This design comes from an exercise in tuning for small area and few clock cycles per item on the open sky130 flow, not from production work. Function was checked by simulation only, so behaviour that the tests miss may differ from the original. Power figures rest on the tool's default switching activity, not on a simulated workload.

[flow/run.sh]
#!/bin/bash
# synth_recipe.tcl (not shown) runs the flow's synth.tcl, then flattens the netlist and writes it again
# the make line also repeats each setting of config.mk as NAME=value (left out here)
make -C /OpenROAD-flow-scripts/flow DESIGN_CONFIG=/design/flow/config.mk WORK_HOME=/design/flow/orfs CLKGATE_MAP_FILE= SYNTH_SCRIPT=/design/flow/synth_recipe.tcl finish
[flow/config.mk]
export PLATFORM = sky130hd
export DESIGN_NAME = rocket_recovery_sequencer
export DESIGN_NICKNAME = rocket_recovery_sequencer
export VERILOG_FILES = /design/flow/design.v
export SDC_FILE = /design/flow/constraint.sdc
export NUM_CORES = 4
export LEC_CHECK = 0
export CAP_MARGIN = 20
export CORE_MARGIN = 2
export CORE_UTILIZATION = 40
export SLEW_MARGIN = 20
[flow/constraint.sdc]
create_clock -name core_clock -period 8.0 [get_ports {clk}]
set_input_delay 1.6000 -clock core_clock [delete_from_list [all_inputs] [get_ports {clk}]]
set_output_delay 1.6000 -clock core_clock [all_outputs]
set_load 0.01 [all_outputs]
[flow/design.v]
`timescale 1ns / 1ps
module rrs_ram #(
  parameter int WIDTH = 24,
  parameter int DEPTH = 8
) (
  input  logic                     clk,
  input  logic                     we,
  input  logic [$clog2(DEPTH)-1:0] waddr,
  input  logic [WIDTH-1:0]         wdata,
  input  logic                     re,
  input  logic [$clog2(DEPTH)-1:0] raddr,
  output logic [WIDTH-1:0]         rdata
);
  logic [WIDTH-1:0] mem [DEPTH];
  always_ff @(posedge clk) begin
    if (we) begin
      mem[waddr] <= wdata;
    end
    if (re) begin
      rdata <= mem[raddr];
    end
  end
endmodule
`timescale 1ns / 1ps
module rocket_recovery_sequencer #(
  parameter int WINDOW_DEPTH = 8
) (
  input  logic                   clk,
  input  logic                   rst,
  input  logic                   s_axis_tvalid,
  output logic                   s_axis_tready,
  input  logic [111:0]           s_axis_tdata,
  output logic                   m_axis_tvalid,
  input  logic                   m_axis_tready,
  output logic [31:0]            m_axis_tdata,
  input  logic                   cfg_valid,
  output logic                   cfg_ready,
  input  logic [2:0]             cfg_index,
  input  logic [19:0]            cfg_data
);
  localparam int ACC_W    = 16;
  localparam int ALT_W    = 24;
  localparam int TIME_W   = 32;
  localparam int STATUS_W = 3;
  localparam int LIMIT_W  = 15;
  localparam int MS_W     = 20;
  localparam int HEIGHT_W = 16;
  localparam int CFG_IDX_W  = 3;
  localparam int CFG_DATA_W = 20;
  localparam int CHARGE_PULSE_MS = 1000;
  localparam int IN_ACC_LSB    = 0;
  localparam int IN_ALT_LSB    = 48;
  localparam int IN_TIME_LSB   = 72;
  localparam int IN_STATUS_LSB = 104;
  localparam int IN_TDATA_W    = 112;
  localparam int OUT_STATUS_LSB  = 0;
  localparam int OUT_CHANGED_BIT = 3;
  localparam int OUT_DROGUE_BIT  = 4;
  localparam int OUT_MAIN_BIT    = 5;
  localparam int OUT_MEAN_LSB    = 6;
  localparam int OUT_TDATA_W     = 32;
  typedef enum logic [STATUS_W-1:0] {
    ST_PREPARING = 3'd0,
    ST_READY     = 3'd1,
    ST_ASCENDING = 3'd2,
    ST_DROGUE    = 3'd3,
    ST_MAIN      = 3'd4,
    ST_LANDED    = 3'd5
  } status_t;
  typedef enum logic [1:0] {
    CH_READY    = 2'd0,
    CH_IGNITING = 2'd1,
    CH_DONE     = 2'd2
  } charge_t;
  typedef enum logic [CFG_IDX_W-1:0] {
    REG_LIFTOFF_LIMIT   = 3'd0,
    REG_TOUCHDOWN_LIMIT = 3'd1,
    REG_DROGUE_MIN_MS   = 3'd2,
    REG_DROGUE_MAX_MS   = 3'd3,
    REG_APOGEE_DROP     = 3'd4,
    REG_MAIN_MIN_MS     = 3'd5,
    REG_MAIN_MAX_MS     = 3'd6,
    REG_MAIN_HEIGHT     = 3'd7
  } reg_index_t;
  typedef struct packed {
    logic [TIME_W-1:0] time_ms;
    status_t           status;
    logic              liftoff_hit;
    logic              touchdown_hit;
  } flight_t;
  localparam int IDX_W  = $clog2(WINDOW_DEPTH);
  localparam int SUM_W  = ALT_W + IDX_W;
  localparam int NW     = SUM_W + 1;
  localparam int MW     = NW + 1;
  localparam int SHIFT  = NW + IDX_W;
  localparam int QW     = ALT_W + 1;
  localparam logic [63:0] RECIP_FULL  = (64'd1 << SHIFT) / 64'(WINDOW_DEPTH);
  localparam logic [63:0] OFFSET_FULL = 64'(WINDOW_DEPTH) << ALT_W;
  localparam logic [MW-1:0] RECIP   = RECIP_FULL[MW-1:0];
  localparam logic [NW-1:0] OFFSET  = OFFSET_FULL[NW-1:0];
  localparam logic [NW-1:0] DEPTH_N = NW'(WINDOW_DEPTH);
  function automatic logic over_limit(input logic [3*ACC_W-1:0] acc3,
                                      input logic [LIMIT_W-1:0] lim);
    logic signed [ACC_W:0] a;
    logic signed [ACC_W:0] l;
    logic hit;
    hit = 1'b0;
    l = $signed({2'b00, lim});
    for (int i = 0; i < 3; i++) begin
      a = (ACC_W+1)'($signed(acc3[i*ACC_W +: ACC_W]));
      if (a >= l || a <= -l) begin
        hit = 1'b1;
      end
    end
    over_limit = hit;
  endfunction
  logic [LIMIT_W-1:0]  liftoff_limit;
  logic [LIMIT_W-1:0]  touchdown_limit;
  logic [MS_W-1:0]     drogue_min_ms;
  logic [MS_W-1:0]     drogue_max_ms;
  logic [HEIGHT_W-1:0] apogee_drop;
  logic [MS_W-1:0]     main_min_ms;
  logic [MS_W-1:0]     main_max_ms;
  logic [HEIGHT_W-1:0] main_height;
  logic                   in_accept;
  logic [IDX_W-1:0]       write_index;
  logic [WINDOW_DEPTH-1:0] filled;
  logic [ALT_W-1:0]       ram_rdata;
  logic                    v1, v2, v3, v4;
  logic                    adv1, adv2, adv3, adv4;
  logic                    free1, free2, free3, free4, free_out;
  flight_t                 f1, f2, f3, f4;
  logic signed [ALT_W-1:0] alt1;
  logic [IDX_W-1:0]        idx1;
  logic                    rvalid1;
  logic signed [ALT_W-1:0] old1;
  logic signed [SUM_W-1:0] window_sum;
  logic signed [SUM_W-1:0] sum_next;
  logic [NW-1:0]           n2, n3;
  logic [NW+MW-1:0]        prod;
  logic [QW-1:0]           q3;
  logic [NW-1:0]           rem;
  logic [QW-1:0]           qfix;
  logic signed [ALT_W-1:0] mean4;
  logic signed [ALT_W-1:0] highest_mean, highest_mean_next;
  logic signed [ALT_W-1:0] launch_altitude, launch_altitude_next;
  logic [TIME_W-1:0]       liftoff_time, liftoff_time_next;
  charge_t                 drogue_state, drogue_state_next;
  charge_t                 main_state, main_state_next;
  logic [TIME_W-1:0]       drogue_fire_time, drogue_fire_time_next;
  logic [TIME_W-1:0]       main_fire_time, main_fire_time_next;
  logic                    drogue_pin, drogue_pin_next;
  logic                    main_pin, main_pin_next;
  status_t                 status_next;
  logic [OUT_TDATA_W-1:0]  out_next;
  logic [TIME_W-1:0]       since;
  logic signed [ALT_W:0]   drop;
  logic signed [ALT_W:0]   height;
  logic                    drogue_due, main_due;
  assign cfg_ready = 1'b1;
  always_ff @(posedge clk) begin
    if (rst) begin
      liftoff_limit   <= LIMIT_W'(24576);
      touchdown_limit <= LIMIT_W'(16384);
      drogue_min_ms   <= MS_W'(8000);
      drogue_max_ms   <= MS_W'(20000);
      apogee_drop     <= HEIGHT_W'(160);
      main_min_ms     <= MS_W'(20000);
      main_max_ms     <= MS_W'(120000);
      main_height     <= HEIGHT_W'(3200);
    end else if (cfg_valid) begin
      case (cfg_index)
        REG_LIFTOFF_LIMIT:   liftoff_limit   <= cfg_data[LIMIT_W-1:0];
        REG_TOUCHDOWN_LIMIT: touchdown_limit <= cfg_data[LIMIT_W-1:0];
        REG_DROGUE_MIN_MS:   drogue_min_ms   <= cfg_data[MS_W-1:0];
        REG_DROGUE_MAX_MS:   drogue_max_ms   <= cfg_data[MS_W-1:0];
        REG_APOGEE_DROP:     apogee_drop     <= cfg_data[HEIGHT_W-1:0];
        REG_MAIN_MIN_MS:     main_min_ms     <= cfg_data[MS_W-1:0];
        REG_MAIN_MAX_MS:     main_max_ms     <= cfg_data[MS_W-1:0];
        REG_MAIN_HEIGHT:     main_height     <= cfg_data[HEIGHT_W-1:0];
        default: ;
      endcase
    end
  end
  assign free_out = !m_axis_tvalid || m_axis_tready;
  assign adv4  = v4 && free_out;
  assign free4 = !v4 || adv4;
  assign adv3  = v3 && free4;
  assign free3 = !v3 || adv3;
  assign adv2  = v2 && free3;
  assign free2 = !v2 || adv2;
  assign adv1  = v1 && free2;
  assign free1 = !v1 || adv1;
  assign s_axis_tready = free1;
  assign in_accept     = s_axis_tvalid && free1;
  rrs_ram #(
    .WIDTH (ALT_W),
    .DEPTH (WINDOW_DEPTH)
  ) u_window (
    .clk   (clk),
    .we    (adv1),
    .waddr (idx1),
    .wdata (alt1),
    .re    (in_accept),
    .raddr (write_index),
    .rdata (ram_rdata)
  );
  assign old1     = rvalid1 ? $signed(ram_rdata) : '0;
  assign sum_next = window_sum + SUM_W'(alt1) - SUM_W'(old1);
  assign prod = (NW+MW)'(n2) * (NW+MW)'(RECIP);
  assign rem  = n3 - NW'(NW'(q3) * DEPTH_N);
  assign qfix = q3 + QW'(rem >= DEPTH_N);
  always_ff @(posedge clk) begin
    if (rst) begin
      v1          <= 1'b0;
      v2          <= 1'b0;
      v3          <= 1'b0;
      v4          <= 1'b0;
      write_index <= '0;
      filled      <= '0;
      window_sum  <= '0;
    end else begin
      if (in_accept) begin
        v1          <= 1'b1;
        rvalid1     <= filled[write_index];
        write_index <= (write_index == IDX_W'(WINDOW_DEPTH - 1)) ? '0 : write_index + 1'b1;
      end else if (adv1) begin
        v1 <= 1'b0;
      end
      if (adv1) begin
        window_sum   <= sum_next;
        filled[idx1] <= 1'b1;
        v2           <= 1'b1;
      end else if (adv2) begin
        v2 <= 1'b0;
      end
      if (adv2) begin
        v3 <= 1'b1;
      end else if (adv3) begin
        v3 <= 1'b0;
      end
      if (adv3) begin
        v4 <= 1'b1;
      end else if (adv4) begin
        v4 <= 1'b0;
      end
    end
  end
  always_ff @(posedge clk) begin
    if (in_accept) begin
      idx1 <= write_index;
      alt1 <= $signed(s_axis_tdata[IN_ALT_LSB +: ALT_W]);
      f1.time_ms       <= s_axis_tdata[IN_TIME_LSB +: TIME_W];
      f1.status        <= status_t'(s_axis_tdata[IN_STATUS_LSB +: STATUS_W]);
      f1.liftoff_hit   <= over_limit(s_axis_tdata[IN_ACC_LSB +: 3*ACC_W], liftoff_limit);
      f1.touchdown_hit <= over_limit(s_axis_tdata[IN_ACC_LSB +: 3*ACC_W], touchdown_limit);
    end
    if (adv1) begin
      n2 <= NW'({sum_next[SUM_W-1], sum_next}) + OFFSET;
      f2 <= f1;
    end
    if (adv2) begin
      q3 <= prod[SHIFT +: QW];
      n3 <= n2;
      f3 <= f2;
    end
    if (adv3) begin
      mean4 <= $signed(qfix[ALT_W-1:0]);
      f4    <= f3;
    end
  end
  always_comb begin
    highest_mean_next     = (mean4 > highest_mean) ? mean4 : highest_mean;
    since                 = f4.time_ms - liftoff_time;
    drop                  = (ALT_W+1)'(highest_mean_next) - (ALT_W+1)'(mean4);
    height                = (ALT_W+1)'(mean4) - (ALT_W+1)'(launch_altitude);
    if (since < TIME_W'(drogue_min_ms)) begin
      drogue_due = 1'b0;
    end else if (since >= TIME_W'(drogue_max_ms)) begin
      drogue_due = 1'b1;
    end else begin
      drogue_due = $unsigned(drop) >= (ALT_W+1)'(apogee_drop);
    end
    if (since < TIME_W'(main_min_ms)) begin
      main_due = 1'b0;
    end else if (since > TIME_W'(main_max_ms)) begin
      main_due = 1'b1;
    end else begin
      main_due = height <= $signed((ALT_W+1)'(main_height));
    end
    status_next           = f4.status;
    launch_altitude_next  = launch_altitude;
    liftoff_time_next     = liftoff_time;
    drogue_state_next     = drogue_state;
    main_state_next       = main_state;
    drogue_fire_time_next = drogue_fire_time;
    main_fire_time_next   = main_fire_time;
    drogue_pin_next       = drogue_pin;
    main_pin_next         = main_pin;
    case (f4.status)
      ST_READY: begin
        if (f4.liftoff_hit) begin
          status_next          = ST_ASCENDING;
          launch_altitude_next = mean4;
          liftoff_time_next    = f4.time_ms;
        end
      end
      ST_ASCENDING: begin
        if (drogue_due) begin
          case (drogue_state)
            CH_READY: begin
              drogue_pin_next       = 1'b1;
              drogue_fire_time_next = f4.time_ms;
              drogue_state_next     = CH_IGNITING;
            end
            CH_IGNITING: begin
              if (f4.time_ms - drogue_fire_time >= TIME_W'(CHARGE_PULSE_MS)) begin
                drogue_pin_next   = 1'b0;
                drogue_state_next = CH_DONE;
                status_next       = ST_DROGUE;
              end
            end
            default: begin
              status_next = ST_DROGUE;
            end
          endcase
        end
      end
      ST_DROGUE: begin
        if (main_due) begin
          case (main_state)
            CH_READY: begin
              main_pin_next       = 1'b1;
              main_fire_time_next = f4.time_ms;
              main_state_next     = CH_IGNITING;
            end
            CH_IGNITING: begin
              if (f4.time_ms - main_fire_time >= TIME_W'(CHARGE_PULSE_MS)) begin
                main_pin_next   = 1'b0;
                main_state_next = CH_DONE;
                status_next     = ST_MAIN;
              end
            end
            default: begin
              status_next = ST_MAIN;
            end
          endcase
        end
      end
      ST_MAIN: begin
        if (f4.touchdown_hit) begin
          status_next = ST_LANDED;
        end
      end
      default: ;
    endcase
    out_next = '0;
    out_next[OUT_STATUS_LSB +: STATUS_W] = status_next;
    out_next[OUT_CHANGED_BIT]            = (status_next != f4.status);
    out_next[OUT_DROGUE_BIT]             = drogue_pin_next;
    out_next[OUT_MAIN_BIT]               = main_pin_next;
    out_next[OUT_MEAN_LSB +: ALT_W]      = mean4;
  end
  always_ff @(posedge clk) begin
    if (rst) begin
      highest_mean     <= '0;
      launch_altitude  <= '0;
      liftoff_time     <= '0;
      drogue_state     <= CH_READY;
      main_state       <= CH_READY;
      drogue_fire_time <= '0;
      main_fire_time   <= '0;
      drogue_pin       <= 1'b0;
      main_pin         <= 1'b0;
      m_axis_tvalid    <= 1'b0;
    end else begin
      if (adv4) begin
        highest_mean     <= highest_mean_next;
        launch_altitude  <= launch_altitude_next;
        liftoff_time     <= liftoff_time_next;
        drogue_state     <= drogue_state_next;
        main_state       <= main_state_next;
        drogue_fire_time <= drogue_fire_time_next;
        main_fire_time   <= main_fire_time_next;
        drogue_pin       <= drogue_pin_next;
        main_pin         <= main_pin_next;
        m_axis_tvalid    <= 1'b1;
      end else if (m_axis_tready) begin
        m_axis_tvalid <= 1'b0;
      end
    end
  end
  always_ff @(posedge clk) begin
    if (adv4) begin
      m_axis_tdata <= out_next;
    end
  end
endmodule
==> summary.txt <==
## registers in the layout, summed over array words and instances (netlist names), 24 cells and up
name / cells
drogue_fire_time: 32
highest_mean: 24
alt1: 24
n3: 24
f4: 37
n2: 24
main_fire_time: 32
mean4: 24
liftoff_time: 32
u_window.mem: 192
launch_altitude: 24
m_axis_tdata: 30
window_sum: 27
f1: 37
f3: 37
u_window.rdata: 24
f2: 37
## Yosys cell counts (all sizes together) (24+ instances only)
| master | instances | area [µm²] |
|---|---|---|
| mux2 | 30 | 338 |
| ha | 496 | 6210 |
| nand2 | 601 | 2260 |
| fa | 31 | 621 |
| a211oi | 48 | 360 |
| edfxtp | 494 | 14800 |
| nor2 | 272 | 1020 |
| nor3 | 74 | 382 |
| dfxtp | 335 | 6710 |
| inv | 474 | 1780 |
| and2 | 41 | 257 |
| o21ai | 181 | 906 |
| o211ai | 50 | 375 |
| mux2i | 105 | 1050 |
| nor4 | 24 | 150 |
| buf | 30 | 180 |
| nand2b | 44 | 275 |
| xor2 | 37 | 324 |
| nor2b | 57 | 357 |
| xnor2 | 87 | 762 |
| nand3 | 74 | 370 |
| clkbuf | 131 | 505 |
| o21a | 88 | 661 |
| a21o | 94 | 706 |
| mux4 | 50 | 1130 |
| a21oi | 395 | 1980 |
| nand4 | 74 | 463 |
## power by group through the flow
stage          sequential (mW)  clock [mW]  combinational [mW]
3_5_place_dp              4.95           0                1.45
5_1_grt                   4.87        4.88                1.65
3_3_place_gp              4.94           0                1.43
4_1_cts                   4.85        4.71                1.46
2_1_floorplan             4.88           0                1.04
6_report                  4.85        4.61                1.46
## layout make-up
type                    instances  share of cell area
repair buffers                243              0.0419
clock buffers                 106              0.0434
flip-flops and latches        829               0.396
diodes                          2           0.0000920
clock inverters                63              0.0178
well taps                    1536              0.0353
inverters                     475              0.0328
multi-input cells            3263               0.432
## per-layer routing
layer,part of all wire,vias to the layer above
met3,0.053,201
met2,0.45,793
met5,0,-
li1,-,17300
met1,0.47,16800
met4,0.032,0
## critical path: cells and delay by family, from the launching register on
kind / cells / cell delay [ps]
AOI/OAI and AO/OA: 19 / 3510
adders and majority gates: 4 / 1190
and+or+nand+nor: 7 / 990
buffers and inverters: 4 / 660
DFF: 1 / 400
muxes: 1 / 200
xor gates and xnor gates: 1 / 130
## through the flow
| step | cells | utilization | cell area, µm² |
|---|---|---|---|
| 2_1_floorplan | 4728 | - | 47500 |
| 3_3_place_gp | 6343 | 0.433 | 51000 |
| 5_1_grt | 6516 | 0.461 | 54400 |
| 6_report | 6517 | 0.461 | 54400 |
| 3_5_place_dp | 6345 | 0.433 | 51000 |
| 4_1_cts | 6514 | 0.461 | 54400 |
## path summary, 6_finish.rpt
check / end / slack, ps / cells after the start / start
min reg2reg: f2[10]$_DFFE_PP_ / 390 / 0 / f1[10]$_DFFE_PP_
min: f2[10]$_DFFE_PP_ / 390 / 0 / f1[10]$_DFFE_PP_
max: drogue_fire_time[19]$_SDFFE_PP0P_ / 770 / 36 / mean4[1]$_DFFE_PP_
max reg2reg: drogue_fire_time[19]$_SDFFE_PP0P_ / 770 / 36 / mean4[1]$_DFFE_PP_
## cells by family after synthesis
group                      share of synthesized area
muxes                                         0.0530
other                                       0.000158
adders and majority gates                      0.144
and+or+nand+nor                                0.132
xor gates and xnor gates                      0.0229
DFF                                            0.454
AOI/OAI and AO/OA                              0.143
buffers and inverters                         0.0520
==> metrics.md <==
| Metric | Value |
|---|---|
| Status | `complete, no violations` |
| Startpoint types | `register` |
| Multi-input logic area | `0.0235 mm²` |
| Drt first pass iters | `5` |
| DRT iter0 DRCs | `2432` |
| CTS tree | `built` |
| GR Util met1 | `0.293` |
| First-pass GRT wire length | `198 mm` |
| Min Tclk post-route | `7230 ps` |
| RePlAce Congestion | `a little over 0.9` |
| Final Slew Violations | `0` |
| Net Sw Frac | `0.261` |
| Fmax achieved | `138 MHz` |
| GR Layer Usage met3 | `0.0358` |
| CP Class | `register to register` |
| Combinational power share | `0.134` |
| Vias in the first global route | `roughly 34k` |
| Ys async rst share | `0` |
| Clock skew | `83.5 ps` |
| Fillers | `10.9k` |
| Fin Setup TNS | `0 ps` |
| Synth Warn # | `2` |
| Cell repeated most along the worst path | `o21a_1` |
| Initial Util | `0.402` |
| Cell variety after synth | `88` |
| Clk pwr share | `0.422` |
| Layout cells sized above 1 | `0.0735` |
| TritonCTS buffer count | `90` |
| Final worst path period share | `0.903` |
| GRT overflow | `0` |
| Die X-Extent | `~350 µm` |
| Slowest CP cell | `nor3_4` |
| Number of synthesized flops with an enable pin | `494` |
| RSZ-0062 raised after global routing | `no` |
| Via density | `5.38` |
| Worst-Skew Late Latency | `720 ps` |
| Detailed Route WL | `129 mm` |
| Synth Cell Area | `0.0475 mm²` |
| DIE AREA | `0.121 mm²` |
| Clock Path Buffers | `3` |
| Pwr dens | `201 mW/mm²` |
| Syn Inst Count | `between 4k and 5k` |
| Pint | `8.07 mW` |
| # hold bufs at CTS | `0` |
| Sequential power share | `0.444` |
| Global route hottest layer | `met2` |
| Post-Place Worst Slack | `slightly above 700 ps` |
| Met2 usage | `0.330` |
| Req. time, crit path | `8540 ps` |
| DIE HEIGHT | `about 350 µm` |
| P_leak | `20.6 nW` |
| Power consumption | `between 10 and 15 mW` |
| PortBufs | `166` |
| Final ANT Viol Nets | `0` |
| Post-cts sizing count | `0` |
| Site Rows | `126` |
| Post-layout nets | `5569` |
| Worst Hold Class | `register to register` |
| Net Sw Power | `2.85 mW` |
| H-tree lvl count | `3` |
| Clk slew on worst S/H paths | `60 ps` |
| Layout area overhead | `14.6%` |
| Final worst setup slack | `a little under 800 ps` |
| Post-CTS Setup Bufs | `0` |
| Core Region | `0.118 mm²` |
| CTS Root Cell | `clkbuf_16` |
| Synth Area per Inst | `10.0 µm²` |
| Flops & latches, synth | `~830` |
| Largest net degree at the start of global routing | `98` |
| Top Ports | `~180` |
| Max incr delay on CP | `490 ps` |
| Final setup viols | `0` |
| GRT Overall Usage | `0.210` |
| Residual DRC | `0` |
| Slew HR | `0.309` |
| Most frequent cells in the layout | `nand2_1 (601), ha_1 (496), edfxtp_1 (494)` |
| Worst Setup End Kind | `register` |
| Tightest Pin Transition | `1040 ps` |
| Hold_ws | `approximately 390 ps` |
| Dpl hpwl | `94.9 mm` |
| Initial antenna violation count | `7` |
| Peak fanout along the critical path | `17` |
| Num Clock Sinks | `829` |
| Worst vdd ir | `176 µV` |
| Final hold vios | `0` |
| Via Count | `35.1k` |
| Commonest non-fill, non-tap cell in the layout | `nand2_1` |
| Wirelength per Cell | `between 15 and 20 µm` |
| Crit path arrival time | `7770 ps` |
| Sequential-to-total area share from yosys stat | `0.454` |
| Max Cap Viol | `0` |
| Most used DFF post-synth | `edfxtp_1` |
| FF+latch area | `0.0215 mm²` |
Testbench counts, summed over its fixed seeds: cycles 16,048, items 16,000.

[afterwards: timing with drivers on the ports]
In the flow no input, the clock included, has a driving cell. The finished layout below was timed again as built, in two steps. Step 1 (the two cells are an assumption about what drives the block):
set clk [get_ports {clk}]
set_driving_cell -lib_cell sky130_fd_sc_hd__clkbuf_16 $clk
set_driving_cell -lib_cell sky130_fd_sc_hd__buf_2 [delete_from_list [all_inputs] $clk]
Step 2 also shifts input and output timing later by t, the mid clock arrival at the registers, as if the neighbouring blocks saw the same clock. a / b / c = no drivers / after step 1 / after step 2; a / b = the first two.
t (ns): 0.745
slack for setup (ns): 0.773 / 0.773 / 0.773
hold WS [ns]: 0.391 / 0.391 / 0.391
After both steps this run still meets setup and hold. The setup slack of this run moves by 0.000 ns with the drivers and by 0.000 ns with both steps.
